Source: an optimization exercise on an open RTL-to-GDS flow (aim: small area). Production flows keep margins and buffers that such runs may drop. Where RTL was checked, it was by simulation tests only, not by an equivalence proof against the original. Function not checked in run 4: the RTL went through the layout flow alone. Power is estimated from default activity; no workload was simulated.

==> flow/design.v <==
`default_nettype none
package game_pkg;
    typedef logic [10:0] coord_t;
    typedef struct packed {
        coord_t top;
        coord_t left;
    } pos_t;
    typedef logic [7:0] life_t;
    localparam logic [9:0] JET_HOME_TOP  = 10'd610;
    localparam logic [9:0] JET_HOME_LEFT = 10'd448;
    localparam logic [9:0] JET_TOP_MIN   = 10'd2;
    localparam logic [9:0] JET_TOP_MAX   = 10'd633;
    localparam logic [9:0] JET_LEFT_MAX  = 10'd896;
    localparam logic [7:0] EN_HOME_TOP  = 8'd38;
    localparam logic [9:0] EN_HOME_LEFT = 10'd340;
    localparam logic [7:0] EN_TOP_MIN   = 8'd34;
    localparam logic [7:0] EN_TOP_MAX   = 8'd200;
    localparam logic [9:0] EN_LEFT_MIN  = 10'd5;
    localparam logic [9:0] EN_LEFT_MAX  = 10'd768;
    localparam logic [7:0] LFSR_SEED    = 8'hff;
    localparam logic [4:0] JET_LIFE_FULL = 5'd25;
    localparam logic [7:0] EN_LIFE_FULL  = 8'd200;
    function automatic logic ult(input logic [11:0] a, input logic [11:0] b);
        logic c;
        c = 1'b0;
        for (int i = 0; i < 12; i++)
            c = (!a[i] && b[i]) || ((!a[i] || b[i]) && c);
        ult = c;
    endfunction
    function automatic logic ule(input logic [11:0] a, input logic [11:0] b);
        logic c;
        c = 1'b1;
        for (int i = 0; i < 12; i++)
            c = (!a[i] && b[i]) || ((!a[i] || b[i]) && c);
        ule = c;
    endfunction
    function automatic logic [11:0] add(input logic [11:0] a, input logic [11:0] b, input logic ci);
        logic c;
        c = ci;
        for (int i = 0; i < 12; i++)
        begin
            add[i] = a[i] ^ b[i] ^ c;
            c = (a[i] && b[i]) || (a[i] && c) || (b[i] && c);
        end
    endfunction
    function automatic logic [11:0] sub(input logic [11:0] a, input logic [11:0] b);
        sub = add(a, ~b, 1'b1);
    endfunction
endpackage
`default_nettype wire
`timescale 1ns/1ps
`default_nettype none
module jet_motion (
    input  wire             CLK_Scan,
    input  wire             rst_n,
    input  wire             start,
    input  wire [3:0]       btn,
    output logic [9:0]      jt,
    output logic [9:0]      jl
);
    logic go_up, go_down, go_left, go_right;
    always_comb
    begin
        go_up    = 1'b0;
        go_down  = 1'b0;
        go_left  = 1'b0;
        go_right = 1'b0;
        case (btn)
            4'b1000: go_up    = 1'b1;
            4'b0100: go_down  = 1'b1;
            4'b0010: go_left  = 1'b1;
            4'b0001: go_right = 1'b1;
            4'b1010: begin go_up   = 1'b1; go_left  = 1'b1; end
            4'b1001: begin go_up   = 1'b1; go_right = 1'b1; end
            4'b0110: begin go_down = 1'b1; go_left  = 1'b1; end
            4'b0101: begin go_down = 1'b1; go_right = 1'b1; end
            default: ;
        endcase
    end
    logic        mv_t, mv_l;
    logic [11:0] jt_nx, jl_nx;
    assign mv_t  = (go_up && game_pkg::ult(12'(game_pkg::JET_TOP_MIN), 12'(jt))) ||
                   (go_down && game_pkg::ult(12'(jt), 12'(game_pkg::JET_TOP_MAX)));
    assign mv_l  = (go_left && jl != 10'd0) ||
                   (go_right && game_pkg::ult(12'(jl), 12'(game_pkg::JET_LEFT_MAX)));
    assign jt_nx = game_pkg::add(12'(jt), {{11{go_up && mv_t}}, mv_t}, 1'b0);
    assign jl_nx = game_pkg::add(12'(jl), {{11{go_left && mv_l}}, mv_l}, 1'b0);
    always_ff @(posedge CLK_Scan)
    begin
        if (!rst_n || start)
        begin
            jt <= game_pkg::JET_HOME_TOP;
            jl <= game_pkg::JET_HOME_LEFT;
        end
        else
        begin
            jt <= jt_nx[9:0];
            jl <= jl_nx[9:0];
        end
    end
endmodule
`default_nettype wire
`timescale 1ns/1ps
`default_nettype none
module enemy_motion (
    input  wire             CLK_Scan,
    input  wire             rst_n,
    input  wire             start,
    output logic [7:0]      et,
    output logic [9:0]      el,
    output logic            mv_dn,
    output logic            mv_up,
    output logic [7:0]      et_nx      
);
    logic [7:0] lfsr;
    logic [7:0] lfsr_next;
    logic [6:0] lfsr_cnt;
    logic [8:0] dir_cnt;
    logic [2:0] dir;
    logic       can_down, can_up, can_left, can_right;
    logic       mv_rt, mv_lf;
    assign lfsr_next = {lfsr[0] ^ lfsr[7], lfsr[7], lfsr[6] ^ lfsr[7], lfsr[5] ^ lfsr[7],
                        lfsr[4], lfsr[3] ^ lfsr[7], lfsr[2] ^ lfsr[7], lfsr[1]};
    logic [11:0] et_sum, el_sum, lfsr_cnt_inc, dir_cnt_inc;
    assign can_down  = game_pkg::ult(12'(et), 12'(game_pkg::EN_TOP_MAX));
    assign can_up    = game_pkg::ult(12'(game_pkg::EN_TOP_MIN), 12'(et));
    assign can_left  = game_pkg::ult(12'(game_pkg::EN_LEFT_MIN), 12'(el));
    assign can_right = game_pkg::ult(12'(el), 12'(game_pkg::EN_LEFT_MAX));
    assign et_sum       = game_pkg::add(12'(et), {{11{mv_up}}, mv_up || mv_dn}, 1'b0);
    assign el_sum       = game_pkg::add(12'(el), {{11{mv_lf}}, mv_lf || mv_rt}, 1'b0);
    assign et_nx        = et_sum[7:0];
    assign lfsr_cnt_inc = game_pkg::add(12'(lfsr_cnt), 12'd0, 1'b1);
    assign dir_cnt_inc  = game_pkg::add(12'(dir_cnt), 12'd0, 1'b1);
    always_comb
    begin
        mv_dn = 1'b0;
        mv_up = 1'b0;
        mv_rt = 1'b0;
        mv_lf = 1'b0;
        case (dir)
            3'd0: mv_dn = can_down;
            3'd1: mv_rt = can_right;
            3'd2: mv_up = can_up;
            3'd3: mv_lf = can_left;
            3'd4: begin mv_dn = can_down && can_right; mv_rt = mv_dn; end
            3'd5: begin mv_dn = can_down && can_left;  mv_lf = mv_dn; end
            3'd6: begin mv_up = can_up && can_right;   mv_rt = mv_up; end
            default: begin mv_up = can_up && can_left; mv_lf = mv_up; end
        endcase
    end
    always_ff @(posedge CLK_Scan)
    begin
        if (!rst_n || start)
        begin
            lfsr     <= game_pkg::LFSR_SEED;
            lfsr_cnt <= '0;
        end
        else if (lfsr_cnt == 7'd100)
        begin
            lfsr_cnt <= '0;
            lfsr     <= lfsr_next;
        end
        else
            lfsr_cnt <= lfsr_cnt_inc[6:0];
    end
    always_ff @(posedge CLK_Scan)
    begin
        if (!rst_n || start)
        begin
            et      <= game_pkg::EN_HOME_TOP;
            el      <= game_pkg::EN_HOME_LEFT;
            dir_cnt <= '0;
            dir     <= 3'd0;
        end
        else
        begin
            if (dir_cnt == 9'd500)
            begin
                dir_cnt <= '0;
                dir     <= {lfsr[3], lfsr[6], lfsr[2]};
            end
            else
                dir_cnt <= dir_cnt_inc[8:0];
            et <= et_nx;
            el <= el_sum[9:0];
        end
    end
endmodule
`default_nettype wire
`timescale 1ns/1ps
`default_nettype none
module shot_volley (
    input  wire             CLK_Scan,
    input  wire             rst_n,
    input  wire             start,
    input  wire [9:0]       jt,
    input  wire [9:0]       jl,
    input  wire [9:0]       el,
    input  wire [7:0]       et_nx,
    input  wire             mv_dn,
    input  wire             mv_up,
    output logic [2:0]      enemy_hits
);
    localparam int N = 6;
    logic [9:0]          vol_cnt;
    logic [11:0]         vol_inc;
    logic                launch;
    logic [N-1:0]        live;
    logic [N-1:0][9:0]   d;
    logic [N-1:0][9:0]   lft;
    logic [N-1:0]        hit;
    logic [N-1:0]        nlive;
    logic [N-1:0][9:0]   nd;
    logic [1:0]          step;
    logic [11:0]         d0;
    logic [11:0]         hlo;
    logic [11:0]         hhi;
    logic [2:0]          hit_sum;
    always_comb
    begin
        case (vol_cnt)
            10'd100, 10'd200, 10'd300, 10'd400, 10'd500,
            10'd600, 10'd700, 10'd800, 10'd900, 10'd1000: launch = 1'b1;
            default: launch = 1'b0;
        endcase
    end
    assign vol_inc = game_pkg::add(12'(vol_cnt), 12'd0, 1'b1);
    assign step = {mv_dn, !mv_dn && !mv_up};
    assign d0   = game_pkg::sub(12'(jt), 12'(et_nx));
    assign hlo  = game_pkg::sub(12'(el), 12'd69);
    assign hhi  = game_pkg::add(12'(el), 12'd194, 1'b0);
    always_comb
    begin
        hit_sum = '0;
        for (int n = 0; n < N; n++)
        begin
            logic [11:0] dd;
            hit[n] = live[n] && game_pkg::ule(12'(d[n]), 12'd223) &&
                     (hlo[11] || game_pkg::ule(hlo, 12'(lft[n]))) &&
                     game_pkg::ule(12'(lft[n]), hhi);
            dd       = game_pkg::sub(12'(d[n]), 12'(step));
            nd[n]    = dd[9:0];
            nlive[n] = live[n] && !hit[n] && !dd[11];
            hit_sum  = hit_sum + 3'(hit[n]);
        end
    end
    always_ff @(posedge CLK_Scan)
    begin
        if (!rst_n || start)
        begin
            vol_cnt    <= '0;
            enemy_hits <= '0;
            live       <= '0;
        end
        else
        begin
            vol_cnt    <= (vol_cnt == 10'd1000) ? '0 : vol_inc[9:0];
            enemy_hits <= hit_sum;
            if (launch)
                live <= {nlive[N-2:0], !d0[11]};
            else
                live <= nlive;
        end
    end
    always_ff @(posedge CLK_Scan)
    begin
        if (launch)
        begin
            d[0]   <= d0[9:0];
            lft[0] <= jl;
            for (int n = 1; n < N; n++)
            begin
                d[n]   <= nd[n-1];
                lft[n] <= lft[n-1];
            end
        end
        else
            d <= nd;
    end
endmodule
`default_nettype wire
`timescale 1ns/1ps
`default_nettype none
module enemy_barrage (
    input  wire             CLK_Scan,
    input  wire             rst_n,
    input  wire             start,
    input  wire [7:0]       et,
    input  wire [9:0]       el,
    input  wire [9:0]       jt,
    input  wire [9:0]       jl,
    output logic [3:0]      jet_hits
);
    logic [9:0]         c;
    logic [2:0]         pat;
    logic               stream;
    logic               pat_end;
    logic [4:0][9:0]    top;
    logic [4:0][9:0]    lft;
    logic [8:0]         live;
    logic [4:0]         s_spawn;
    logic               p_spawn;
    logic [4:0]         load;
    logic [8:0]         hit;
    logic [4:0]         gone;
    logic [8:0]         nlive;
    logic [3:0]         hit_sum;
    logic [11:0]        vlo, vhi, hlo, hhi;
    logic [11:0]        pp, qq, np, nq;
    logic [11:0]        m1, m2, m3, m4;
    logic [11:0]        c_inc;
    assign stream  = pat < 3'd2;
    assign pat_end = stream ? (c == 10'd750) : (c == 10'd249);
    assign p_spawn = !stream && c == 10'd1023;
    assign c_inc   = game_pkg::add(12'(c), 12'd0, 1'b1);
    always_comb
    begin
        for (int i = 0; i < 5; i++)
            s_spawn[i] = stream && (c == 10'((i + 1) * 50) || c == 10'((i + 6) * 50));
        load = s_spawn | {4'b0000, p_spawn};
    end
    always_comb
    begin
        vlo = game_pkg::sub(12'(jt), 12'd31);
        vhi = game_pkg::ult(12'd602, 12'(jt)) ? 12'd706 : game_pkg::add(12'(jt), 12'd104, 1'b0);
        hlo = game_pkg::ult(12'(jl), 12'd37) ? 12'd6 : game_pkg::sub(12'(jl), 12'd31);
        hhi = game_pkg::ult(12'd864, 12'(jl)) ? 12'd991 : game_pkg::add(12'(jl), 12'd127, 1'b0);
        pp  = game_pkg::sub(hlo, 12'(lft[0]));
        qq  = game_pkg::sub(hhi, 12'(lft[0]));
        np  = game_pkg::sub(12'(lft[0]), hlo);
        nq  = game_pkg::sub(12'(lft[0]), hhi);
        m1  = 12'(c[7:0]);
        m2  = {3'b000, c[7:0], 1'b0};
        m3  = game_pkg::add(12'(c[7:0]), {3'b000, c[7:0], 1'b0}, 1'b0);
        m4  = {2'b00, c[7:0], 2'b00};
    end
    function automatic logic in_srng(input logic [11:0] x, input logic [11:0] lo,
                                     input logic [11:0] hi);
        in_srng = (lo[11] || game_pkg::ule(lo, x)) && !hi[11] && game_pkg::ule(x, hi);
    endfunction
    always_comb
    begin
        logic vin0;
        logic [8:0] hp;
        vin0 = in_srng(12'(top[0]), vlo, vhi);
        hp[0] = in_srng(12'(lft[0]), hlo, hhi);
        hp[1] = in_srng(m1, pp, qq);
        hp[2] = in_srng(m1, nq, np);
        hp[3] = in_srng(m2, pp, qq);
        hp[4] = in_srng(m2, nq, np);
        hp[5] = in_srng(m3, pp, qq);
        hp[6] = in_srng(m3, nq, np);
        hp[7] = in_srng(m4, pp, qq);
        hp[8] = in_srng(m4, nq, np);
        for (int i = 0; i < 5; i++)
            gone[i] = game_pkg::ult(vhi, 12'(top[i]));
        for (int j = 0; j < 5; j++)
        begin
            if (stream)
                hit[j] = live[j] && !pat_end && in_srng(12'(top[j]), vlo, vhi) && in_srng(12'(lft[j]), hlo, hhi);
            else
                hit[j] = live[j] && !pat_end && vin0 && hp[j];
        end
        for (int j = 5; j < 9; j++)
            hit[j] = live[j] && !pat_end && vin0 && hp[j];
        hit_sum = '0;
        for (int j = 0; j < 9; j++)
            hit_sum = hit_sum + 4'(hit[j]);
        if (!stream)
            hit_sum = hit_sum + 4'(hit[0]);
        for (int j = 0; j < 5; j++)
            nlive[j] = stream ? (s_spawn[j] || (live[j] && !hit[j] && !gone[j]))
                              : (p_spawn || (live[j] && !hit[j]));
        for (int j = 5; j < 9; j++)
            nlive[j] = !stream && (p_spawn || (live[j] && !hit[j]));
    end
    always_ff @(posedge CLK_Scan)
    begin
        if (!rst_n || start)
        begin
            c        <= '0;
            pat      <= 3'd0;
            jet_hits <= '0;
            live     <= '0;
        end
        else
        begin
            jet_hits <= hit_sum;
            if (pat_end)
            begin
                pat  <= (pat == 3'd5) ? 3'd0 : pat + 3'd1;
                c    <= (pat == 3'd5 || pat == 3'd0) ? 10'd0 : 10'd873;
                live <= '0;
            end
            else
            begin
                c    <= c_inc[9:0];
                live <= nlive;
            end
        end
    end
    logic [11:0]     t_spawn, l_spawn;
    logic [4:0][9:0] t_step;
    assign t_spawn = game_pkg::add(12'(et), 12'd200, 1'b0);
    assign l_spawn = game_pkg::add(12'(el), 12'd116, 1'b0);
    always_comb
    begin
        for (int i = 0; i < 5; i++)
        begin
            logic [11:0] t;
            t = game_pkg::add(12'(top[i]), 12'd2, 1'b0);
            t_step[i] = t[9:0];
        end
    end
    always_ff @(posedge CLK_Scan)
    begin
        for (int i = 0; i < 5; i++)
        begin
            if (load[i])
            begin
                top[i] <= t_spawn[9:0];
                lft[i] <= l_spawn[9:0];
            end
            else
                top[i] <= t_step[i];
        end
    end
endmodule
`default_nettype wire
`timescale 1ns/1ps
`default_nettype none
module life_tracker (
    input  wire             CLK_Scan,
    input  wire             rst_n,
    input  wire             start,
    input  wire [2:0]       enemy_hits,
    input  wire [3:0]       jet_hits,
    output logic [4:0]      jet_life,
    output logic [7:0]      enemy_life,
    output logic            over,
    output logic            result     
);
    logic [11:0] jd, ed;
    assign jd = game_pkg::sub(12'(jet_life), 12'(jet_hits));
    assign ed = game_pkg::sub(12'(enemy_life), 12'(enemy_hits));
    always_ff @(posedge CLK_Scan)
    begin
        if (!rst_n || start)
        begin
            jet_life   <= game_pkg::JET_LIFE_FULL;
            enemy_life <= game_pkg::EN_LIFE_FULL;
            over       <= 1'b0;
            result     <= 1'b0;
        end
        else
        begin
            if (jet_life != '0 && enemy_life != '0)     
            begin
                jet_life   <= jd[11] ? 5'd0 : jd[4:0];
                enemy_life <= ed[11] ? 8'd0 : ed[7:0];
            end
            if (jet_life == '0 || enemy_life == '0)
                over <= 1'b1;
            result <= (enemy_life == '0);
        end
    end
endmodule
`default_nettype wire
`timescale 1ns/1ps
`default_nettype none
module game_core (
    input  wire                   CLK_Scan,
    input  wire                   rst_n,
    input  wire                   start,
    input  wire [3:0]             btn,
    output wire [21:0]            jet_pos,
    output wire [21:0]            enemy_pos,
    output wire [7:0]             jet_life,
    output wire [7:0]             enemy_life,
    output wire                   over,
    output wire                   result
);
    logic [9:0] jt, jl, el;
    logic [7:0] et;
    logic       mv_dn, mv_up;
    logic [7:0] et_nx;
    logic [2:0] enemy_hits;     
    logic [3:0] jet_hits;
    logic [4:0] jlife;
    assign jet_pos   = {1'b0, jt, 1'b0, jl};
    assign enemy_pos = {3'b000, et, 1'b0, el};
    assign jet_life  = {3'b000, jlife};
    jet_motion u_jet (
        .CLK_Scan (CLK_Scan),
        .rst_n    (rst_n),
        .start    (start),
        .btn      (btn),
        .jt       (jt),
        .jl       (jl)
    );
    enemy_motion u_enemy (
        .CLK_Scan (CLK_Scan),
        .rst_n    (rst_n),
        .start    (start),
        .et       (et),
        .el       (el),
        .mv_dn    (mv_dn),
        .mv_up    (mv_up),
        .et_nx    (et_nx)
    );
    shot_volley u_volley (
        .CLK_Scan   (CLK_Scan),
        .rst_n      (rst_n),
        .start      (start),
        .jt         (jt),
        .jl         (jl),
        .el         (el),
        .et_nx      (et_nx),
        .mv_dn      (mv_dn),
        .mv_up      (mv_up),
        .enemy_hits (enemy_hits)
    );
    enemy_barrage u_barrage (
        .CLK_Scan (CLK_Scan),
        .rst_n    (rst_n),
        .start    (start),
        .et       (et),
        .el       (el),
        .jt       (jt),
        .jl       (jl),
        .jet_hits (jet_hits)
    );
    life_tracker u_life (
        .CLK_Scan   (CLK_Scan),
        .rst_n      (rst_n),
        .start      (start),
        .enemy_hits (enemy_hits),
        .jet_hits   (jet_hits),
        .jet_life   (jlife),
        .enemy_life (enemy_life),
        .over       (over),
        .result     (result)
    );
endmodule
`default_nettype wire
==> flow/run.sh <==
#!/bin/bash
# synth_recipe.tcl (not shown) runs the flow's synth.tcl, then flattens the netlist and writes it again
# the make line also repeats each setting of config.mk as NAME=value (left out here)
make -C /OpenROAD-flow-scripts/flow DESIGN_CONFIG=/design/flow/config.mk WORK_HOME=/design/flow/orfs CLKGATE_MAP_FILE= SYNTH_SCRIPT=/design/flow/synth_recipe.tcl finish
==> flow/config.mk <==
export PLATFORM = sky130hd
export DESIGN_NAME = game_core
export DESIGN_NICKNAME = game_core
export VERILOG_FILES = /design/flow/design.v
export SDC_FILE = /design/flow/constraint.sdc
export NUM_CORES = 4
export LEC_CHECK = 0
export CAP_MARGIN = 20
export CORE_MARGIN = 2
export CORE_UTILIZATION = 40
export SLEW_MARGIN = 20
==> flow/constraint.sdc <==
create_clock -name core_clock -period 7.5 [get_ports {CLK_Scan}]
set_input_delay 1.5000 -clock core_clock [delete_from_list [all_inputs] [get_ports {CLK_Scan}]]
set_output_delay 1.5000 -clock core_clock [all_outputs]
set_load 0.01 [all_outputs]
==> out/metrics.yaml, run 1 <==
status:
  status: "complete, but fails checks"
  so.violations: "setup timing"
sta:
  finalCriticalPeriod_ps: 8871
  tns_ps: -4711
  slew_violations: 0
  worst_pin_slew_ps: 925.3
  rsz0062_at_grt: "true"
  slew_headroom_pct: 37.75
  fmax_ghz: 0.1127
  clock_skew_ps: 15.85
  worst_slack_ps: -1371
  setup-violations-final: 4
  whs_ps: 447.6
  period_share_pct: 118.3
  hold_viol: 0
worst_setup_path:
  critPathLaunch: "u_jet.jl[0]$_SDFF_PP0_"
  max_stage_delay_ps: 540
  rr_startpoint: "u_jet.jl[0]$_SDFF_PP0_"
  critPathCapture: "u_barrage.jet_hits[2]$_SDFF_PP0_"
  path_common_cell: "fa_2"
  cp_data_arrival_time_ps: 9370
  setup.worst_path.end_class: "flip-flop"
  cp.required_ps: 8000
  critPathMaxFanout: 3
  r2r_cells: 38
  timing.rr.end: "u_barrage.jet_hits[2]$_SDFF_PP0_"
  path_class: "reg2reg"
  critical-path-slowest-cell: "fa_1"
  reg2reg_slack_ps: -1370
  cp-start-kind: "flip-flop"
detailed_routing:
  ant_nets: 0
  num_vias: 21090
  drc: 0
  viasPerCell: 5.611
  firstDrtPassIters: 6
  initialDrtViolationCount: 1982
  post_drt_wl_per_cell_um: 19.80
  routed_wl_um: 74390
placement:
  hpwlAfterDp_um: 57300
  dp_slack_ps: -1556
  dp.cells: 3673
  portBuffers: 59
  gp_congestion: 0.9285
  dpl_cell_area_um2: 27750
yosys:
  ys_seq_area_share_pct: 32.34
  netlist_instances: 2695
  netlist_area_um2: 24920
  ys_warn_count: 5
  synth-async-reset-ratio_pct: 0
  ys_seq_elements: 345
  synth.avg_cell_area_um2: 9.246
  synth_ff_type: "dfxtp_1"
  synth.distinct_cells: 100
  synth-edff-count: 115
power_and_ir_drop:
  power.total_mw: 5.328
  pwr-share-comb_pct: 23.0
  sw_frac_of_total_pct: 29.98
  intPower_mw: 3.731
  p_switching_mw: 1.597
  vdd_drop_max_v: 0.0001553
  p_seq_share_pct: 39.8
  p_clk_share_pct: 37.2
  p_leak_nw: 12.91
  power-per-cell-area_nw_per_um2: 182.0
cells_and_area:
  stdcell_count: 3758
  finalNetCount: 3254
  utilization_pct: 47.51
  final_common_cell: "inv_1"
  antennaDiodeCount: 0
  syn2layout_area_growth_pct: 17.45
  drive_above_1_share_pct: 13.56
  fin_area_um2: 29270
  layout_common_cells: "inv_1 (302), ha_1 (256), dfxtp_1 (228)"
grt:
  global_route.usage.met3_pct: 3.360
  grt_max_degree: 63
  grt-ovfl-total: 0
  grt_pass1_vias: 20570
  grt_pass1_wl_um: 116500
  grt_usage_pct: 22.98
  met2_usage_pct: 37.82
  met1_usage_pct: 31.39
  antenna_found_initial: 0
  busiest_layer: "met2"
die:
  initial_core_util_pct: 40.45
  die_w_um: 253.6
  die_h_um: 253.6
  core_area_um2: 61600
  die-area_um2: 64310
  io_pins: 69
  rows: 91
clock_tree:
  clockBufferDepth: 3
  clk_pin_slew_ps: 60
  cts_max_level: 2
  root_buffer: "clkbuf_16"
  clkSinkCount: 345
  cts_tree: "yes"
  cts_made_buffers: 42
  clk_latency_ps: 590
flow_run:
  maxCapViolations: 0
min_path:
  hp-class: "reg2reg"
power groups by stage:
stage               Clock (mW)  Sequential (mW)  Combinational, mW
CTS                       2.03             2.12               1.21
global route              2.10             2.14               1.36
finish                    1.98             2.12               1.22
floorplan                    0             2.15              0.759
global placement             0             2.16               1.16
detailed placement           0             2.16               1.19
synth_stat cells (22+ instances only):
master / count / share of area [%]
maj3_1: 75 / 3.0
and2_1: 44 / 1.1
mux2i_1: 57 / 2.3
nor3_1: 53 / 1.1
o221ai_1: 24 / 0.84
inv_1: 316 / 4.8
nand2_1: 209 / 3.1
edfxtp_1: 115 / 14
o211ai_1: 33 / 0.99
fa_1: 96 / 7.7
nand2b_1: 31 / 0.78
nor2_1: 175 / 2.6
a22oi_1: 23 / 0.69
a21oi_1: 125 / 2.5
o21ai_0: 112 / 2.2
o22ai_1: 59 / 1.5
clkbuf_1: 91 / 1.4
ha_1: 264 / 13
nor2b_1: 27 / 0.68
a31oi_1: 39 / 0.98
nand3_1: 39 / 0.78
a211oi_1: 22 / 0.66
dfxtp_1: 230 / 18
metal layers:
metal | wire length, um | vias up
met2 | 34210 | 751
met5 | 0 | -
met4 | 1855 | 0
met1 | 33530 | 10130
li1 | - | 10100
met3 | 4792 | 108
logic make-up (layout without fill, tap and decap cells):
| group | after synthesis | count (layout) | synth area share [%] |
|---|---|---|---|
| mux | 71 | 71 | 2.922 |
| flops | 345 | 345 | 32.34 |
| simple gates | 689 | 689 | 13.42 |
| compound gates | 677 | 677 | 19.19 |
| fa+ha+maj | 440 | 440 | 24.21 |
| buf+inv | 444 | 662 | 6.924 |
| other cells | 1 | 9 | 0.01505 |
| xor+xnor | 28 | 28 | 0.9842 |
layout make-up:
cell class | count | area, um^2
Clock buffer | 59 | 1155
Fill cell | 5762 | 32330
Multi-Input combinational cell | 1914 | 15490
Timing Repair Buffer | 265 | 2145
Clock inverter | 19 | 166.4
Tap cell | 837 | 1047
Inverter | 319 | 1200
Sequential cell | 345 | 8063
critical path: cells and delay by family, from the launching register on:
family / cells / cell delay, ps
buf+inv: 9 / 630
fa+ha+maj: 18 / 5880
compound gates: 4 / 820
flops: 1 / 350
simple gates: 7 / 1110
worst min path at each step:
stage                                                end                      startpoint  cells past startpoint  slack [ps]
after floorplan           u_enemy.lfsr_cnt[0]$_SDFF_PP0_  u_enemy.lfsr_cnt[0]$_SDFF_PP0_                      1         420
after global placement    u_enemy.lfsr_cnt[0]$_SDFF_PP0_  u_enemy.lfsr_cnt[0]$_SDFF_PP0_                      1         440
after detailed placement  u_enemy.lfsr_cnt[0]$_SDFF_PP0_  u_enemy.lfsr_cnt[0]$_SDFF_PP0_                      1         440
after CTS                 u_enemy.lfsr_cnt[0]$_SDFF_PP0_  u_enemy.lfsr_cnt[0]$_SDFF_PP0_                      1         450
after global routing      u_enemy.lfsr_cnt[0]$_SDFF_PP0_  u_enemy.lfsr_cnt[0]$_SDFF_PP0_                      1         460
final                     u_enemy.lfsr_cnt[0]$_SDFF_PP0_  u_enemy.lfsr_cnt[0]$_SDFF_PP0_                      1         450
registers in the layout (all words and copies together), names as in the netlist, 6 cells and up:
| register | count |
|---|---|
| u_jet.jt | 10 |
| u_life.enemy_life | 8 |
| u_enemy.lfsr_cnt | 7 |
| u_barrage.live | 9 |
| u_enemy.dir_cnt | 9 |
| u_volley.d | 60 |
| u_volley.vol_cnt | 10 |
| u_enemy.lfsr | 8 |
| u_volley.live | 6 |
| u_barrage.c | 10 |
| u_enemy.el | 10 |
| u_jet.jl | 10 |
| u_barrage.top | 50 |
| u_enemy.et | 8 |
| u_barrage.lft | 50 |
| u_volley.lft | 60 |
repair_timing:
item                                    4_1_cts  5_1_grt
cloned                                        0        0
endpoints found under the setup margin        4        4
pin swaps                                    15        9
gates resized for setup                      16       17
setup buffers                                 5        2
hold buffers                                  0        0
==> run 2: changes to the inputs <==
--- a/flow/design.v
+++ b/flow/design.v
@@ -48,2 +48,11 @@
     endfunction
+    function automatic logic [1:0] fa(input logic a, input logic b, input logic c);
+        fa = {(a && b) || (a && c) || (b && c), a ^ b ^ c};
+    endfunction
+    function automatic logic sle(input logic [11:0] a, input logic [11:0] b);
+        sle = ule({!a[11], a[10:0]}, {!b[11], b[10:0]});
+    endfunction
+    function automatic logic slt(input logic [11:0] a, input logic [11:0] b);
+        slt = ult({!a[11], a[10:0]}, {!b[11], b[10:0]});
+    endfunction
 endpackage
@@ -128,7 +137,7 @@
     assign can_right = game_pkg::ult(12'(el), 12'(game_pkg::EN_LEFT_MAX));
-    assign et_sum       = game_pkg::add(12'(et), {{11{mv_up}}, mv_up || mv_dn}, 1'b0);
+    assign et_sum       = 12'(et) + {{11{mv_up}}, mv_up || mv_dn};
     assign el_sum       = game_pkg::add(12'(el), {{11{mv_lf}}, mv_lf || mv_rt}, 1'b0);
     assign et_nx        = et_sum[7:0];
-    assign lfsr_cnt_inc = game_pkg::add(12'(lfsr_cnt), 12'd0, 1'b1);
-    assign dir_cnt_inc  = game_pkg::add(12'(dir_cnt), 12'd0, 1'b1);
+    assign lfsr_cnt_inc = 12'({lfsr_cnt[5:0], !(lfsr_cnt[6] ^ lfsr_cnt[5])});
+    assign dir_cnt_inc  = 12'({dir_cnt[7:0], !(dir_cnt[8] ^ dir_cnt[4])});
     always_comb
@@ -157,3 +166,3 @@
         end
-        else if (lfsr_cnt == 7'd100)
+        else if (lfsr_cnt == 7'b0010110)
         begin
@@ -176,3 +185,3 @@
         begin
-            if (dir_cnt == 9'd500)
+            if (dir_cnt == 9'b001000011)
             begin
@@ -221,4 +230,5 @@
         case (vol_cnt)
-            10'd100, 10'd200, 10'd300, 10'd400, 10'd500,
-            10'd600, 10'd700, 10'd800, 10'd900, 10'd1000: launch = 1'b1;
+            10'b0111110011, 10'b0000001110, 10'b0100100011, 10'b0011111101, 10'b0101011011,
+            10'b1011010100, 10'b1001011100, 10'b1000110011, 10'b1100101000,
+            10'b0101100100: launch = 1'b1;
             default: launch = 1'b0;
@@ -226,10 +236,9 @@
     end
-    assign vol_inc = game_pkg::add(12'(vol_cnt), 12'd0, 1'b1);
+    assign vol_inc = 12'({vol_cnt[8:0], !(vol_cnt[9] ^ vol_cnt[6])});
     assign step = {mv_dn, !mv_dn && !mv_up};
-    assign d0   = game_pkg::sub(12'(jt), 12'(et_nx));
-    assign hlo  = game_pkg::sub(12'(el), 12'd69);
-    assign hhi  = game_pkg::add(12'(el), 12'd194, 1'b0);
+    assign d0   = 12'(jt) - 12'(et_nx);
+    assign hlo  = 12'(el) - 12'd69;
+    assign hhi  = 12'(el) + 12'd194;
     always_comb
     begin
-        hit_sum = '0;
         for (int n = 0; n < N; n++)
@@ -243,5 +252,12 @@
             nlive[n] = live[n] && !hit[n] && !dd[11];
-            hit_sum  = hit_sum + 3'(hit[n]);
         end
     end
+    always_comb
+    begin
+        logic [1:0] a0, a1, a2;
+        a0 = game_pkg::fa(hit[0], hit[1], hit[2]);
+        a1 = game_pkg::fa(hit[3], hit[4], hit[5]);
+        a2 = game_pkg::fa(a0[1], a1[1], a0[0] && a1[0]);
+        hit_sum = {a2, a0[0] ^ a1[0]};
+    end
     always_ff @(posedge CLK_Scan)
@@ -256,3 +272,3 @@
         begin
-            vol_cnt    <= (vol_cnt == 10'd1000) ? '0 : vol_inc[9:0];
+            vol_cnt    <= (vol_cnt == 10'b0101100100) ? '0 : vol_inc[9:0];
             enemy_hits <= hit_sum;
@@ -308,3 +324,3 @@
     logic [11:0]        vlo, vhi, hlo, hhi;
-    logic [11:0]        pp, qq, np, nq;
+    logic [11:0]        pm, qq;
     logic [11:0]        m1, m2, m3, m4;
@@ -323,10 +339,8 @@
     begin
-        vlo = game_pkg::sub(12'(jt), 12'd31);
-        vhi = game_pkg::ult(12'd602, 12'(jt)) ? 12'd706 : game_pkg::add(12'(jt), 12'd104, 1'b0);
-        hlo = game_pkg::ult(12'(jl), 12'd37) ? 12'd6 : game_pkg::sub(12'(jl), 12'd31);
-        hhi = game_pkg::ult(12'd864, 12'(jl)) ? 12'd991 : game_pkg::add(12'(jl), 12'd127, 1'b0);
-        pp  = game_pkg::sub(hlo, 12'(lft[0]));
-        qq  = game_pkg::sub(hhi, 12'(lft[0]));
-        np  = game_pkg::sub(12'(lft[0]), hlo);
-        nq  = game_pkg::sub(12'(lft[0]), hhi);
+        vlo = 12'(jt) - 12'd31;
+        vhi = (jt > 10'd602) ? 12'd706 : 12'(jt) + 12'd104;
+        hlo = (jl < 10'd37) ? 12'd6 : 12'(jl) - 12'd31;
+        hhi = (jl > 10'd864) ? 12'd991 : 12'(jl) + 12'd127;
+        pm  = hlo - 12'(lft[0]) - 12'd1;
+        qq  = hhi - 12'(lft[0]);
         m1  = 12'(c[7:0]);
@@ -336,6 +350,13 @@
     end
-    function automatic logic in_srng(input logic [11:0] x, input logic [11:0] lo,
-                                     input logic [11:0] hi);
-        in_srng = (lo[11] || game_pkg::ule(lo, x)) && !hi[11] && game_pkg::ule(x, hi);
-    endfunction
+    logic [4:0] vok, vup, hin;
+    always_comb
+    begin
+        for (int i = 0; i < 5; i++)
+        begin
+            vok[i]  = game_pkg::sle(vlo, 12'(top[i]));
+            vup[i]  = game_pkg::ule(12'(top[i]), vhi);
+            hin[i]  = game_pkg::ule(hlo, 12'(lft[i])) && game_pkg::ule(12'(lft[i]), hhi);
+            gone[i] = !vup[i];
+        end
+    end
     always_comb
@@ -344,14 +365,12 @@
         logic [8:0] hp;
-        vin0 = in_srng(12'(top[0]), vlo, vhi);
-        hp[0] = in_srng(12'(lft[0]), hlo, hhi);
-        hp[1] = in_srng(m1, pp, qq);
-        hp[2] = in_srng(m1, nq, np);
-        hp[3] = in_srng(m2, pp, qq);
-        hp[4] = in_srng(m2, nq, np);
-        hp[5] = in_srng(m3, pp, qq);
-        hp[6] = in_srng(m3, nq, np);
-        hp[7] = in_srng(m4, pp, qq);
-        hp[8] = in_srng(m4, nq, np);
-        for (int i = 0; i < 5; i++)
-            gone[i] = game_pkg::ult(vhi, 12'(top[i]));
+        vin0 = vok[0] && vup[0];
+        hp[0] = hin[0];
+        hp[1] = game_pkg::slt(pm, m1) && game_pkg::sle(m1, qq);
+        hp[2] = game_pkg::sle(pm, ~m1) && game_pkg::slt(~m1, qq);
+        hp[3] = game_pkg::slt(pm, m2) && game_pkg::sle(m2, qq);
+        hp[4] = game_pkg::sle(pm, ~m2) && game_pkg::slt(~m2, qq);
+        hp[5] = game_pkg::slt(pm, m3) && game_pkg::sle(m3, qq);
+        hp[6] = game_pkg::sle(pm, ~m3) && game_pkg::slt(~m3, qq);
+        hp[7] = game_pkg::slt(pm, m4) && game_pkg::sle(m4, qq);
+        hp[8] = game_pkg::sle(pm, ~m4) && game_pkg::slt(~m4, qq);
         for (int j = 0; j < 5; j++)
@@ -359,3 +378,3 @@
             if (stream)
-                hit[j] = live[j] && !pat_end && in_srng(12'(top[j]), vlo, vhi) && in_srng(12'(lft[j]), hlo, hhi);
+                hit[j] = live[j] && !pat_end && vok[j] && vup[j] && hin[j];
             else
@@ -365,7 +384,15 @@
             hit[j] = live[j] && !pat_end && vin0 && hp[j];
-        hit_sum = '0;
-        for (int j = 0; j < 9; j++)
-            hit_sum = hit_sum + 4'(hit[j]);
-        if (!stream)
-            hit_sum = hit_sum + 4'(hit[0]);
+        begin
+            logic [1:0] a0, a1, a2, a3, a4, a5, a6;
+            logic       b0;
+            a0 = game_pkg::fa(hit[0], hit[1], hit[2]);
+            a1 = game_pkg::fa(hit[3], hit[4], hit[5]);
+            a2 = game_pkg::fa(hit[6], hit[7], hit[8]);
+            a3 = game_pkg::fa(a0[0], a1[0], a2[0]);
+            b0 = a3[0] ^ (hit[0] && !stream);
+            a4 = game_pkg::fa(a0[1], a1[1], a2[1]);
+            a5 = game_pkg::fa(a4[0], a3[1], a3[0] && hit[0] && !stream);
+            a6 = {a4[1] && a5[1], a4[1] ^ a5[1]};
+            hit_sum = {a6, a5[0], b0};
+        end
         for (int j = 0; j < 5; j++)
==> flow/flow/run.sh (new file) <==
#!/bin/bash
# Own layout flow: the standard flow (standard.sh), with one change to synthesis.
# Synthesis is the standard one (synth_recipe.tcl: same passes, flattening, renaming and
# registers) except that Yosys does not lock adders into full/half-adder cells before ABC
# (ADDER_MAP_FILE empty) and ABC maps with flow/abc_area.script. Every later step is
# standard.sh unchanged. Each make run logs to its own file here; ORFS's step logs are
# under orfs/logs.
set -euo pipefail
W=$(pwd)
rm -rf "$W/scripts_abc"
cp -r "$FLOW_HOME/scripts" "$W/scripts_abc"
cp "$W/flow/abc_area.script" "$W/scripts_abc/abc_area.script"
bash standard.sh SCRIPTS_DIR="$W/scripts_abc" ADDER_MAP_FILE= synth > "$W/make_synth.log" 2>&1
bash standard.sh > "$W/make_layout.log" 2>&1
==> flow/flow/abc_area.script (new file) <==
strash
&get -n
&fraig -x
&put
scorr
dc2
strash
&get -n
&dch -f
&nf {D}
&put
buffer -c
topo
stime -c
upsize -c
dnsize -c
==> flow/standard.sh (new file) <==
#!/bin/bash
# synth_recipe.tcl (not shown) runs the flow's synth.tcl, then flattens the netlist and writes it again
# the make line also repeats each setting of config.mk as NAME=value (left out here)
make -C /OpenROAD-flow-scripts/flow DESIGN_CONFIG=/design/flow/config.mk WORK_HOME=/design/flow/orfs CLKGATE_MAP_FILE= SYNTH_SCRIPT=/design/flow/synth_recipe.tcl "${@:-finish}"
--- a/flow/config.mk
+++ b/flow/config.mk
@@ -7,5 +7,6 @@
 export LEC_CHECK = 0
+export ABC_AREA = 1
 export CAP_MARGIN = 20
 export CORE_MARGIN = 2
-export CORE_UTILIZATION = 40
+export CORE_UTILIZATION = 50
 export SLEW_MARGIN = 20
removed: flow/run.sh
==> run 2 against run 1 <==
Against the previous run:
- the run now finishes clean
- area after synthesis decreased by 15%
- hold slack about the same
- core utilization increased by 8.4 points
- clock-buffer cell count decreased by 2
- clock power increased by 5%
- largest cell class unchanged
==> out/metrics.yaml, run 2 <==
power_and_ir_drop:
  p_leak_nw: 8.419  # was 12.91 nW
  p_switching_mw: 1.382  # was 1.597 mW
  power-per-cell-area_nw_per_um2: 212.6  # was 182.0 nW/um^2
  vdd_drop_max_v: 0.0001940  # was 0.0001553 V
  p_seq_share_pct: 44.1  # was 39.8%
  intPower_mw: 3.607  # was 3.731 mW
  sw_frac_of_total_pct: 27.70  # was 29.98%
  pwr-share-comb_pct: 14.3  # was 23.0%
  p_clk_share_pct: 41.7  # was 37.2%
yosys:
  netlist_area_um2: 21250  # was 24920 um^2
  ys_seq_area_share_pct: 37.92  # was 32.34%
  synth.most_common_cell: "dfxtp_1"  # was inv_1
  synth_top_cell_by_area: "dfxtp_1"  # unchanged
  synth_ff_type: "dfxtp_1"  # unchanged
  ys_seq_elements: 345  # unchanged
  yosysTopAreaCellShare_pct: 21.67  # was 18.48%
  synth_area_leaders: "dfxtp_1 (22%), edfxtp_1 (16%), maj3_1 (6.0%)"  # was dfxtp_1 (18%), edfxtp_1 (14%), ha_1 (13%)
  synth-async-reset-ratio_pct: 0  # unchanged
  synth-edff-count: 115  # unchanged
  synth_commonest_cells: "dfxtp_1 (230), nand2_1 (201), o21ai_0 (199)"  # was inv_1 (316), ha_1 (264), dfxtp_1 (230)
  ys_warn_count: 5  # unchanged
  synth.avg_cell_area_um2: 8.734  # was 9.246 um^2
  netlist_instances: 2433  # was 2695
  synth.distinct_cells: 100  # unchanged
detailed_routing:
  num_vias: 18350  # was 21090
  initialDrtViolationCount: 1526  # was 1982
  firstDrtPassIters: 5  # was 6
  viasPerCell: 6.136  # was 5.611
  post_drt_wl_per_cell_um: 19.71  # was 19.80 um
  drc: 0  # unchanged
  ant_nets: 0  # unchanged
  routed_wl_um: 58950  # was 74390 um
cells_and_area:
  final_common_cell: "dfxtp_1"  # was inv_1
  antennaDiodeCount: 0  # unchanged
  top_regs: "u_volley.d (60), u_volley.lft (60)"  # unchanged
  fillCellCount: 3826  # was 5762
  syn2layout_area_growth_pct: 10.41  # was 17.45%
  finalNetCount: 2427  # was 3254
  layout_common_cells: "dfxtp_1 (230), nand2_1 (201), o21ai_0 (199)"  # was inv_1 (302), ha_1 (256), dfxtp_1 (228)
  utilization_pct: 55.93  # was 47.51%
  drive_above_1_share_pct: 7.626  # was 13.56%
clock_tree:
  cts_max_level: 2  # unchanged
  cts_tree: "yes"  # unchanged
  clkSinkCount: 345  # unchanged
  clk_pin_slew_ps: 60  # about the same
  cts-resized-gates: 0  # was 16
  cts_made_buffers: 41  # was 42
  root_buffer: "clkbuf_16"  # unchanged
  clockBufferDepth: 3  # unchanged
  clk_latency_ps: 580  # was 590 ps
  cts_hold_buf: 0  # unchanged
  cts_setup_buffers: 0  # was 5
grt:
  antenna_found_initial: 0  # unchanged
  grt_usage_pct: 26.47  # was 22.98%
  grt-ovfl-total: 0  # unchanged
  grt_max_degree: 79  # was 63
  grt_pass1_wl_um: 93920  # was 116500 um
  grt_pass1_vias: 17350  # was 20570
worst_setup_path:
  cp_data_arrival_time_ps: 7230  # was 9370 ps
  critPathMaxFanout: 25  # was 3
  cp.required_ps: 7970  # was 8000 ps
  setup.worst_path.end_class: "flip-flop"  # unchanged
  path_class: "reg2reg"  # unchanged
  cp-start-kind: "flip-flop"  # unchanged
status:
  status: "finished clean"  # was complete, but fails checks
die:
  initial_core_util_pct: 50.66  # was 40.45%
  io_pins: 69  # unchanged
  rows: 75  # was 91
  die_h_um: 210.2  # was 253.6 um
  die_w_um: 210.2  # was 253.6 um
  die-area_um2: 44160  # was 64310 um^2
  core_area_um2: 41950  # was 61600 um^2
sta:
  clock_skew_ps: 22.14  # was 15.85 ps
  tns_ps: 0  # was -4711 ps
  slew_headroom_pct: 24.04  # was 37.75%
  setup-violations-final: 0  # was 4
  finalCriticalPeriod_ps: 6751  # was 8871 ps
  hold_viol: 0  # unchanged
  slew_violations: 0  # unchanged
  rsz0062_at_grt: "false"  # was true
  worst_pin_slew_ps: 1131  # was 925.3 ps
  fmax_ghz: 0.1481  # was 0.1127 GHz
  period_share_pct: 90.02  # was 118.3%
min_path:
  hp-class: "reg2reg"  # unchanged
placement:
  portBuffers: 59  # unchanged
  hpwlAfterDp_um: 41000  # was 57300 um
  gp_congestion: 0.8634  # was 0.9285
flow_run:
  maxCapViolations: 0  # unchanged
[run 2: cell types whose count changed after synthesis, moves of 69 or more]
cell,change
fa_1,-96
o21ai_0,+87
xnor2_1,+117
ha_1,-264
inv_1,-274
xor2_1,+69
[run 2: metrics by stage]
stage | std cells | hold WS [ps] | area (um^2) | power [mW] | setup WS, ps
finish | 2991 | 447.6 | 23460 | 4.988 | 748.6
global route | 2991 | 458.2 | 23460 | 5.213 | 268.6
CTS | 2991 | 450.4 | 23460 | 5.032 | 862.6
detailed placement | 2916 | 435.5 | 22040 | 2.941 | 879.0
global placement | 2916 | 432.2 | 22040 | 2.916 | 993.5
floorplan | 2441 | 418.0 | 21280 | 2.757 | 1603
[run 2: power groups by stage]
stage | Sequential [mW] | Combinational, mW | Clock, mW
6_report | 2.20 | 0.711 | 2.08
5_1_grt | 2.22 | 0.791 | 2.20
4_1_cts | 2.20 | 0.713 | 2.12
3_5_place_dp | 2.24 | 0.705 | 0
3_3_place_gp | 2.23 | 0.689 | 0
2_1_floorplan | 2.20 | 0.560 | 0
[run 2: path summary, 6_finish.rpt]
path | startpoint | end | slack (ps) | depth (start not counted)
worst min register to register | u_volley.lft[40]$_DFFE_PP_ | u_volley.lft[50]$_DFFE_PP_ | 450 | 0
worst max register to register | u_jet.jl[0]$_SDFF_PP0_ | u_barrage.jet_hits[2]$_SDFF_PP0_ | 750 | 19
worst max-delay path | u_jet.jl[0]$_SDFF_PP0_ | u_barrage.jet_hits[2]$_SDFF_PP0_ | 750 | 19
worst min-delay path | u_volley.lft[40]$_DFFE_PP_ | u_volley.lft[50]$_DFFE_PP_ | 450 | 0
[run 2: cell families (layout without fill, tap and decap cells)]
kind of cell | count (synthesis) | in the layout | synth area share [%]
XOR/XNOR | 217 | 217 | 9.139
other | 1 | 9 | 0.01765
flip-flops | 345 | 345 | 37.92
AND/OR/NAND/NOR | 731 | 731 | 17.01
adder cells (fa/ha/maj) | 137 | 137 | 6.524
AO/OA/AOI/OAI | 755 | 755 | 22.65
multiplexers | 46 | 46 | 2.167
buffers and inverters | 201 | 212 | 4.575
[run 2: cell type report]
class	count	area (um^2)	area share, %
Multi-Input combinational cell	1895	12310	52.46
Sequential cell	345	8058	34.34
Clock buffer	57	1210	5.157
Timing Repair Buffer	93	845.8	3.605
Tap cell	539	674.4	2.875
Clock inverter	18	201.4	0.8586
Inverter	44	165.2	0.7040
[run 2: metal layers]
metal  share of wire [%]  up-vias  track usage, %
met3                 4.6      105           3.740
met2                  47      428           43.69
met1                  46     8874           35.85
met5                   0        -               0
li1                    -     8947               -
met4                 3.0        0           8.633
[run 2: worst max-delay path, cell delays in order (launching register included)]
cell and delay [ps]:
dfxtp_1 790, o21a_1 290, o31ai_1 140, a21oi_1 810
xnor2_1 220, xor2_1 420, nand2_1 100, maj3_1 360
maj3_1 370, maj3_1 370, maj3_1 360, maj3_1 370
maj3_1 380, o21ai_1 170, nand3_1 100, maj3_1 390
xnor3_1 260, a2111oi_2 460, nor2_1 110, o21ba_1 180
==> run 3: changes to the inputs <==
==> flow/run.sh (new file) <==
#!/bin/bash
# synth_recipe.tcl (not shown) runs the flow's synth.tcl, then flattens the netlist and writes it again
# the make line also repeats each setting of config.mk as NAME=value (left out here)
make -C /OpenROAD-flow-scripts/flow DESIGN_CONFIG=/design/flow/config.mk WORK_HOME=/design/flow/orfs CLKGATE_MAP_FILE= SYNTH_SCRIPT=/design/flow/synth_recipe.tcl finish
removed: flow/flow/run.sh
removed: flow/flow/abc_area.script
removed: flow/standard.sh
==> run 3 against run 2 <==
Against the previous run:
- setup slack better by 350 ps
- die area is 12% higher
- synthesized cell count is 34% higher
- global-route usage is 1.1 points lower
- final cell count is 32% higher
- core utilization is 0.53 points higher
- clock skew hardly changed
- first-iteration DRC count is 2.4% lower
- area after synthesis is 12% higher
- critical path depth is 19 higher
- critical endpoint unchanged
- largest cell class unchanged
- largest power group is now clock
==> out/metrics.yaml, run 3 <==
worst_setup_path:
  path_class: "reg2reg"  # unchanged
  timing.rr.end: "u_barrage.jet_hits[2]$_SDFF_PP0_"  # unchanged
  cp-start-kind: "flip-flop"  # unchanged
  critPathCapture: "u_barrage.jet_hits[2]$_SDFF_PP0_"  # unchanged
  critPathMaxFanout: 9  # was 25
  path_common_cell: "nand2_1"  # was maj3_1
  critPathLaunch: "u_jet.jl[0]$_SDFF_PP0_"  # unchanged
  r2r_cells: 38  # was 19
  reg2reg_slack_ps: 1100  # was 750 ps
  critical-path-slowest-cell: "fa_1"  # was a21oi_1
  cp.required_ps: 7950  # was 7970 ps
  setup.worst_path.end_class: "flip-flop"  # unchanged
  rr_startpoint: "u_jet.jl[0]$_SDFF_PP0_"  # unchanged
  cp_data_arrival_time_ps: 6850  # was 7230 ps
  max_stage_delay_ps: 590  # was 810 ps
sta:
  rsz0062_at_grt: "false"  # unchanged
  slew_headroom_pct: 31.16  # was 24.04%
  whs_ps: 426.6  # was 447.6 ps
  worst_pin_slew_ps: 1017  # was 1131 ps
  finalCriticalPeriod_ps: 6397  # was 6751 ps
  clock_skew_ps: 22.53  # was 22.14 ps
  hold_viol: 0  # unchanged
  worst_slack_ps: 1103  # was 748.6 ps
  tns_ps: 0  # unchanged
  slew_violations: 0  # unchanged
  period_share_pct: 85.30  # was 90.02%
  fmax_ghz: 0.1563  # was 0.1481 GHz
  setup-violations-final: 0  # unchanged
clock_tree:
  clk_pin_slew_ps: 60  # about the same
  clk_latency_ps: 580  # about the same
  cts_setup_buffers: 0  # unchanged
  cts_hold_buf: 0  # unchanged
  cts_max_level: 2  # unchanged
  clkSinkCount: 345  # unchanged
  cts_made_buffers: 41  # unchanged
  clockBufferDepth: 3  # unchanged
  cts-resized-gates: 0  # unchanged
  root_buffer: "clkbuf_16"  # unchanged
  cts_tree: "yes"  # unchanged
cells_and_area:
  fin_area_um2: 26400  # was 23460 um^2
  finalNetCount: 3574  # was 2427
  register_area_um2: 8058  # unchanged
  fillCellCount: 4453  # was 3826
  utilization_pct: 56.46  # was 55.93%
  antennaDiodeCount: 0  # unchanged
  drive_above_1_share_pct: 4.691  # was 7.626%
  layout_common_cells: "nand2_1 (829), inv_1 (535), o21ai_0 (252)"  # was dfxtp_1 (230), nand2_1 (201), o21ai_0 (199)
  multi_input_area_um2: 13300  # was 12310 um^2
  final_common_cell: "nand2_1"  # was dfxtp_1
  stdcell_count: 3954  # was 2991
  top_regs: "u_volley.d (60), u_volley.lft (60)"  # unchanged
  syn2layout_area_growth_pct: 11.07  # was 10.41%
power_and_ir_drop:
  pwr-share-comb_pct: 16.1  # was 14.3%
  power.total_mw: 5.047  # was 4.988 mW
  intPower_mw: 3.612  # was 3.607 mW
  power-per-cell-area_nw_per_um2: 191.2  # was 212.6 nW/um^2
  p_seq_share_pct: 41.9  # was 44.1%
  p_leak_nw: 12.85  # was 8.419 nW
  p_clk_share_pct: 42.1  # was 41.7%
  sw_frac_of_total_pct: 28.44  # was 27.70%
  p_switching_mw: 1.435  # was 1.382 mW
  vdd_drop_max_v: 0.0001841  # was 0.0001940 V
detailed_routing:
  post_drt_wl_per_cell_um: 15.98  # was 19.71 um
  ant_nets: 0  # unchanged
  num_vias: 20710  # was 18350
  drc: 0  # unchanged
  firstDrtPassIters: 6  # was 5
  initialDrtViolationCount: 1489  # was 1526
  routed_wl_um: 63180  # was 58950 um
  viasPerCell: 5.237  # was 6.136
flow_run:
  maxCapViolations: 0  # unchanged
yosys:
  synth_top_cell_by_area: "dfxtp_1"  # unchanged
  yosysTopAreaCellShare_pct: 19.37  # was 21.67%
  synth.distinct_cells: 66  # was 100
  synth.avg_cell_area_um2: 7.290  # was 8.734 um^2
  synth_area_leaders: "dfxtp_1 (19%), edfxtp_1 (15%), nand2_1 (13%)"  # was dfxtp_1 (22%), edfxtp_1 (16%), maj3_1 (6.0%)
  ys_seq_area_share_pct: 33.90  # was 37.92%
  netlist_area_um2: 23770  # was 21250 um^2
  ys_seq_elements: 345  # unchanged
  synth_commonest_cells: "nand2_1 (829), inv_1 (535), o21ai_0 (252)"  # was dfxtp_1 (230), nand2_1 (201), o21ai_0 (199)
  ys_warn_count: 5  # unchanged
  synth_ff_type: "dfxtp_1"  # unchanged
  netlist_instances: 3260  # was 2433
  synth.most_common_cell: "nand2_1"  # was dfxtp_1
  synth-async-reset-ratio_pct: 0  # unchanged
  synth-edff-count: 115  # unchanged
grt:
  grt-ovfl-total: 0  # unchanged
  grt_pass1_vias: 19800  # was 17350
  grt_usage_pct: 25.42  # was 26.47%
  grt_max_degree: 68  # was 79
  grt_pass1_wl_um: 102800  # was 93920 um
  antenna_found_initial: 1  # was 0
min_path:
  hp-class: "reg2reg"  # unchanged
die:
  die_w_um: 222.0  # was 210.2 um
  rows: 79  # was 75
  die_h_um: 222.0  # was 210.2 um
  die-area_um2: 49290  # was 44160 um^2
  initial_core_util_pct: 50.83  # was 50.66%
  io_pins: 69  # unchanged
  core_area_um2: 46750  # was 41950 um^2
placement:
  hpwlAfterDp_um: 48060  # was 41000 um
  gp_congestion: 0.9110  # was 0.8634
  dpl_cell_area_um2: 24960  # was 22040 um^2
  dp_slack_ps: 851.7  # was 879.0 ps
  dp.cells: 3879  # was 2916
  portBuffers: 59  # unchanged
status:
  status: "finished clean"  # unchanged
==> run 3: how the worst min path moves through the flow <==
stage	startpoint	cells past startpoint	slack (ps)	to
after floorplan	u_enemy.dir_cnt[1]$_SDFF_PP0_	2	410	u_enemy.dir_cnt[2]$_SDFF_PP0_
after global placement	u_enemy.dir_cnt[0]$_SDFF_PP0_	2	410	u_enemy.dir_cnt[1]$_SDFF_PP0_
after detailed placement	u_enemy.dir_cnt[6]$_SDFF_PP0_	2	420	u_enemy.dir_cnt[7]$_SDFF_PP0_
after CTS	u_enemy.dir_cnt[6]$_SDFF_PP0_	2	430	u_enemy.dir_cnt[7]$_SDFF_PP0_
after global routing	u_enemy.lfsr_cnt[0]$_SDFF_PP0_	2	440	u_enemy.lfsr_cnt[1]$_SDFF_PP0_
final	u_enemy.lfsr_cnt[0]$_SDFF_PP0_	2	430	u_enemy.lfsr_cnt[1]$_SDFF_PP0_
==> run 3: final cells by class <==
class	instances	share of cell area, %
clock buffer	58	4.512
inverter	563	8.006
tap	607	2.877
sequential	345	30.53
multi-input combinational	2286	50.38
timing repair buffer	78	2.778
clock inverter	17	0.9196
==> run 3: worst max-delay path: cells and delay by family, from the launching register on <==
kind,cells,cell delay (ps)
fa+ha+maj,7,2470
simple gates,20,2160
buf+inv,8,760
compound gates,3,450
flops,1,420
==> run 3: per-layer routing <==
metal	part of all wire [%]	GRT usage, %	vias up
met5	0	0	-
met4	2.1	6.277	0
met3	5.6	4.903	93
met2	45	40.87	501
met1	48	35.17	9370
li1	-	-	10740
==> run 3: cells by family (layout without fill, tap and decap cells) <==
family | Yosys count | count (layout) | share of synthesized area, %
muxes | 12 | 12 | 0.5054
and+or+nand+nor | 1372 | 1372 | 23.96
other | 1 | 9 | 0.01578
DFF | 345 | 345 | 33.90
AOI/OAI and AO/OA | 591 | 591 | 14.46
buffers and inverters | 637 | 716 | 10.35
adders and majority gates | 261 | 261 | 15.26
xor gates and xnor gates | 41 | 41 | 1.543
==> run 3: power groups by stage <==
stage,Combinational (mW),Clock [mW],Sequential [mW]
global route,0.955,2.24,2.12
finish,0.811,2.12,2.11
floorplan,0.616,0,2.13
global placement,0.791,0,2.15
CTS,0.814,2.18,2.11
detailed placement,0.807,0,2.15
==> run 4: changes to the inputs <==
--- a/flow/design.v
+++ b/flow/design.v
@@ -137,4 +137,4 @@
     assign can_right = game_pkg::ult(12'(el), 12'(game_pkg::EN_LEFT_MAX));
-    assign et_sum       = 12'(et) + {{11{mv_up}}, mv_up || mv_dn};
-    assign el_sum       = game_pkg::add(12'(el), {{11{mv_lf}}, mv_lf || mv_rt}, 1'b0);
+    assign et_sum       = 12'(et + {{7{mv_up}}, mv_up || mv_dn});
+    assign el_sum       = 12'(game_pkg::add(12'(el), {{11{mv_lf}}, mv_lf || mv_rt}, 1'b0));
     assign et_nx        = et_sum[7:0];
@@ -367,10 +367,24 @@
         hp[0] = hin[0];
-        hp[1] = game_pkg::slt(pm, m1) && game_pkg::sle(m1, qq);
-        hp[2] = game_pkg::sle(pm, ~m1) && game_pkg::slt(~m1, qq);
-        hp[3] = game_pkg::slt(pm, m2) && game_pkg::sle(m2, qq);
-        hp[4] = game_pkg::sle(pm, ~m2) && game_pkg::slt(~m2, qq);
-        hp[5] = game_pkg::slt(pm, m3) && game_pkg::sle(m3, qq);
-        hp[6] = game_pkg::sle(pm, ~m3) && game_pkg::slt(~m3, qq);
-        hp[7] = game_pkg::slt(pm, m4) && game_pkg::sle(m4, qq);
-        hp[8] = game_pkg::sle(pm, ~m4) && game_pkg::slt(~m4, qq);
+        begin
+            logic       w_r, w_l;
+            logic [11:0] ba, bb;
+            logic [4:1] ca, cb;
+            w_r = !pm[11];
+            w_l = qq[11];
+            ba  = w_r ? pm : (w_l ? ~qq : ~pm);
+            bb  = w_l ? ~pm : qq;
+            ca[1] = game_pkg::ule(m1, ba);
+            cb[1] = game_pkg::ule(m1, bb);
+            ca[2] = game_pkg::ule(m2, ba);
+            cb[2] = game_pkg::ule(m2, bb);
+            ca[3] = game_pkg::ule(m3, ba);
+            cb[3] = game_pkg::ule(m3, bb);
+            ca[4] = game_pkg::ule(m4, ba);
+            cb[4] = game_pkg::ule(m4, bb);
+            for (int k = 1; k <= 4; k++)
+            begin
+                hp[2 * k - 1] = (w_l || w_r) ? (w_r && !ca[k] && cb[k]) : cb[k];
+                hp[2 * k]     = (w_l || w_r) ? (w_l && !ca[k] && cb[k]) : ca[k];
+            end
+        end
         for (int j = 0; j < 5; j++)
==> flow/flow/run.sh (new file) <==
#!/bin/bash
# Own layout flow: the standard flow (standard.sh), with one change to synthesis.
# Synthesis is the standard one (synth_recipe.tcl: same passes, flattening, renaming and
# registers) except that Yosys does not lock adders into full/half-adder cells before ABC
# (ADDER_MAP_FILE empty) and ABC maps with flow/abc_area.script. Every later step is
# standard.sh unchanged. Each make run logs to its own file here; ORFS's step logs are
# under orfs/logs.
set -euo pipefail
W=$(pwd)
rm -rf "$W/scripts_abc"
cp -r "$FLOW_HOME/scripts" "$W/scripts_abc"
cp "$W/flow/abc_area.script" "$W/scripts_abc/abc_area.script"
bash standard.sh SCRIPTS_DIR="$W/scripts_abc" ADDER_MAP_FILE= synth > "$W/make_synth.log" 2>&1
bash standard.sh CTS_ARGS="-sink_clustering_enable -repair_clock_nets -sink_clustering_size 28 -sink_clustering_max_diameter 80 -dont_use_dummy_load" > "$W/make_layout.log" 2>&1
==> flow/flow/abc_area.script (new file) <==
strash
&get -n
&fraig -x
&put
scorr
dc2
strash
&get -n
&dch -f
&nf {D}
&put
buffer -c
topo
stime -c
upsize -c
dnsize -c
==> flow/standard.sh (new file) <==
#!/bin/bash
# synth_recipe.tcl (not shown) runs the flow's synth.tcl, then flattens the netlist and writes it again
# the make line also repeats each setting of config.mk as NAME=value (left out here)
make -C /OpenROAD-flow-scripts/flow DESIGN_CONFIG=/design/flow/config.mk WORK_HOME=/design/flow/orfs CLKGATE_MAP_FILE= SYNTH_SCRIPT=/design/flow/synth_recipe.tcl "${@:-finish}"
--- a/flow/config.mk
+++ b/flow/config.mk
@@ -8,5 +8,5 @@
 export ABC_AREA = 1
-export CAP_MARGIN = 20
+export CAP_MARGIN = 0
 export CORE_MARGIN = 2
 export CORE_UTILIZATION = 50
-export SLEW_MARGIN = 20
+export SLEW_MARGIN = 0
removed: flow/run.sh
==> run 4 against run 3 <==
Against the previous run:
- final cell count fell by 28%
- register-to-register slack got worse by 420 ps
- largest power group is now sequential cells
- setup slack got worse by 420 ps
- highest routed layer unchanged
- sequential power up 4%
- routed wire length is 13% lower
- still clean
- critical endpoint is now u_barrage.jet_hits[3]$_SDFF_PP0_
- combinational power down 0.5%
- clock-buffer cell count fell by 35
- core utilization shrank 2.3 points
==> out/metrics.yaml, run 4 <==
sta:
  slew_headroom_pct: 26.27  # was 31.16%
  slew_violations: 0  # unchanged
  hold_viol: 0  # unchanged
  worst_slack_ps: 685.7  # was 1103 ps
  worst_pin_slew_ps: 1106  # was 1017 ps
  finalCriticalPeriod_ps: 6814  # was 6397 ps
  setup-violations-final: 0  # unchanged
  tns_ps: 0  # unchanged
  period_share_pct: 90.86  # was 85.30%
  clock_skew_ps: 47.44  # was 22.53 ps
  rsz0062_at_grt: "false"  # unchanged
  fmax_ghz: 0.1468  # was 0.1563 GHz
clock_tree:
  clockBufferDepth: 3  # unchanged
  cts_max_level: 1  # was 2
  root_buffer: "clkbuf_16"  # unchanged
  clkSinkCount: 345  # unchanged
  cts_tree: "yes"  # unchanged
  clk_pin_slew_ps: 100  # was 60 ps
  cts_setup_buffers: 0  # unchanged
  cts_made_buffers: 23  # was 41
  clk_latency_ps: 560  # was 580 ps
worst_setup_path:
  path_class: "reg2reg"  # unchanged
  setup.worst_path.end_class: "flip-flop"  # unchanged
  cp_data_arrival_time_ps: 7260  # was 6850 ps
  cp-start-kind: "flip-flop"  # unchanged
  rr_startpoint: "u_jet.jl[7]$_SDFF_PP1_"  # was u_jet.jl[0]$_SDFF_PP0_
  critical-path-slowest-cell: "dfxtp_1"  # was fa_1
  cp_top_family: "compound AO/OA/AOI/OAI gates"  # was adder cells
  reg2reg_slack_ps: 690  # was 1100 ps
  r2r_cells: 25  # was 38
  cp_num_buf_inv: 0  # was 8
  path_common_cell: "a22oi_1"  # was nand2_1
  timing.rr.end: "u_barrage.jet_hits[3]$_SDFF_PP0_"  # was u_barrage.jet_hits[2]$_SDFF_PP0_
  max_stage_delay_ps: 640  # was 590 ps
  critPathMaxFanout: 20  # was 9
  critPathLaunch: "u_jet.jl[7]$_SDFF_PP1_"  # was u_jet.jl[0]$_SDFF_PP0_
  cp.required_ps: 7940  # was 7950 ps
yosys:
  synth_ff_type: "dfxtp_1"  # unchanged
  synth.avg_cell_area_um2: 8.750  # was 7.290 um^2
  netlist_area_um2: 20660  # was 23770 um^2
  ys_seq_elements: 345  # unchanged
  synth_area_leaders: "dfxtp_1 (22%), edfxtp_1 (17%), xnor2_1 (5.5%)"  # was dfxtp_1 (19%), edfxtp_1 (15%), nand2_1 (13%)
  ys_seq_area_share_pct: 39.00  # was 33.90%
  synth_top_cell_by_area: "dfxtp_1"  # unchanged
  synth-edff-count: 115  # unchanged
  synth.distinct_cells: 102  # was 66
  ys_warn_count: 5  # unchanged
  synth-async-reset-ratio_pct: 0  # unchanged
  synth_commonest_cells: "dfxtp_1 (230), nand2_1 (196), a21oi_1 (190)"  # was nand2_1 (829), inv_1 (535), o21ai_0 (252)
  synth.most_common_cell: "dfxtp_1"  # was nand2_1
  yosysTopAreaCellShare_pct: 22.29  # was 19.37%
  netlist_instances: 2361  # was 3260
detailed_routing:
  ant_nets: 0  # unchanged
  post_drt_wl_per_cell_um: 19.23  # was 15.98 um
  initialDrtViolationCount: 1328  # was 1489
  num_vias: 17450  # was 20710
  routed_wl_um: 54990  # was 63180 um
  viasPerCell: 6.104  # was 5.237
  firstDrtPassIters: 8  # was 6
  drc: 0  # unchanged
flow_run:
  maxCapViolations: 0  # unchanged
cells_and_area:
  final_common_cell: "dfxtp_1"  # was nand2_1
  finalNetCount: 2335  # was 3574
  syn2layout_area_growth_pct: 7.123  # was 11.07%
  drive_above_1_share_pct: 6.664  # was 4.691%
  top_regs: "u_volley.d (60), u_volley.lft (60)"  # unchanged
  layout_common_cells: "dfxtp_1 (230), nand2_1 (196), a21oi_1 (187)"  # was nand2_1 (829), inv_1 (535), o21ai_0 (252)
die:
  die_w_um: 207.3  # was 222.0 um
  initial_core_util_pct: 50.59  # was 50.83%
  rows: 74  # was 79
  core_area_um2: 40830  # was 46750 um^2
  die-area_um2: 42960  # was 49290 um^2
  io_pins: 69  # unchanged
  die_h_um: 207.3  # was 222.0 um
grt:
  grt_usage_pct: 24.83  # was 25.42%
  grt_pass1_vias: 16300  # was 19800
  grt_max_degree: 80  # was 68
  antenna_found_initial: 0  # was 1
  grt-ovfl-total: 0  # unchanged
  grt_pass1_wl_um: 87790  # was 102800 um
status:
  status: "finished clean"  # unchanged
min_path:
  hold_path_depth: 1  # was 2
  whs_endpoint: "u_enemy.dir_cnt[8]$_SDFF_PP0_"  # was u_enemy.lfsr_cnt[1]$_SDFF_PP0_
  min_from: "u_enemy.dir_cnt[7]$_SDFF_PP0_"  # was u_enemy.lfsr_cnt[0]$_SDFF_PP0_
  hp-class: "reg2reg"  # unchanged
power_and_ir_drop:
  p_leak_nw: 7.863  # was 12.85 nW
  vdd_drop_max_v: 0.0001830  # was 0.0001841 V
  power-per-cell-area_nw_per_um2: 188.5  # was 191.2 nW/um^2
placement:
  gp_congestion: 0.9335  # was 0.9110
  portBuffers: 59  # unchanged
  dp_slack_ps: 562.4  # was 851.7 ps
  hpwlAfterDp_um: 39850  # was 48060 um
run 4: stage by stage:
step / hold WS (ps) / instances / cell area [um^2] / util, % / power [mW]
after global placement: 431.4 / 2835 / 21550 / 52.78 / 3.016
after global routing: 460.1 / 2858 / 22130 / 54.19 / 4.401
final: 439.4 / 2859 / 22130 / 54.20 / 4.172
after floorplan: 426.4 / 2369 / 20690 / - / 2.853
after CTS: 442.7 / 2858 / 22130 / 54.19 / 4.209
after detailed placement: 435.2 / 2835 / 21550 / 52.78 / 3.042
run 4: timing repair:
action                                  4_1_cts  5_1_grt
hold buffers                                  0        0
gates resized for setup                       0        1
endpoints found under the setup margin        0        3
run 4: kinds of logic (layout without fill, tap and decap cells):
kind of cell | count (synthesis) | count (layout) | synth area share, %
compound gates | 758 | 758 | 23.61
simple gates | 713 | 713 | 17.21
flops | 345 | 345 | 39.00
xor+xnor | 219 | 219 | 9.394
buf+inv | 184 | 141 | 3.791
fa+ha+maj | 83 | 83 | 4.106
mux | 58 | 58 | 2.865
other cells | 1 | 10 | 0.01815
run 4: metal layers:
metal / routed length, um / share of wire (%) / global-route usage, % / vias to the layer above
met2: 24770 / 45 / 39.70 / 426
li1: - / - / - / 8603
met1: 25680 / 47 / 35.26 / 8362
met5: 0 / 0 / 0 / -
met4: 1472 / 2.7 / 7.094 / 0
met3: 3069 / 5.6 / 3.207 / 60
run 4: worst register-to-register path, cell delays in order (launching register included):
cell and delay [ps]:
dfxtp_1 640, nand3_1 160, and2_1 240, o21ai_0 300
maj3_1 270, a21oi_1 110, maj3_2 340, maj3_2 340
o221a_1 250, o311a_4 350, o31a_2 530, or3_1 460
and3_1 260, a22oi_1 170, o21ai_1 100, a22oi_1 170
o21ai_1 110, a21oi_2 180, o31a_1 180, nand3_1 130
a22oi_1 440, a32oi_1 160, xnor2_1 210, a32o_1 300
and3_1 170, and2_1 150
run 4: worst max path at each step:
stage / to / slack [ps] / depth (start not counted)
final: u_barrage.jet_hits[3]$_SDFF_PP0_ / 690 / 25
after global routing: u_barrage.jet_hits[2]$_SDFF_PP0_ / 170 / 25
after CTS: u_barrage.jet_hits[2]$_SDFF_PP0_ / 540 / 26
after detailed placement: u_barrage.jet_hits[3]$_SDFF_PP0_ / 560 / 26
after global placement: u_barrage.jet_hits[3]$_SDFF_PP0_ / 780 / 26
after floorplan: u_barrage.jet_hits[3]$_SDFF_PP0_ / 1530 / 28
run 4: final cells by class:
type / instances / area (um^2)
fill: 3820 / 18700
multi-input combinational: 1840 / 11910
sequential: 345 / 8058
timing repair buffer: 86 / 793.3
tap: 532 / 665.6
clock buffer: 23 / 575.6
inverter: 32 / 121.4
antenna: 1 / 2.502
run 4: power breakdown:
| part | internal (mW) | switching [mW] |
|---|---|---|
| registers | 2.06 | 0.138 |
| clock network | 0.543 | 0.623 |
| logic | 0.352 | 0.455 |
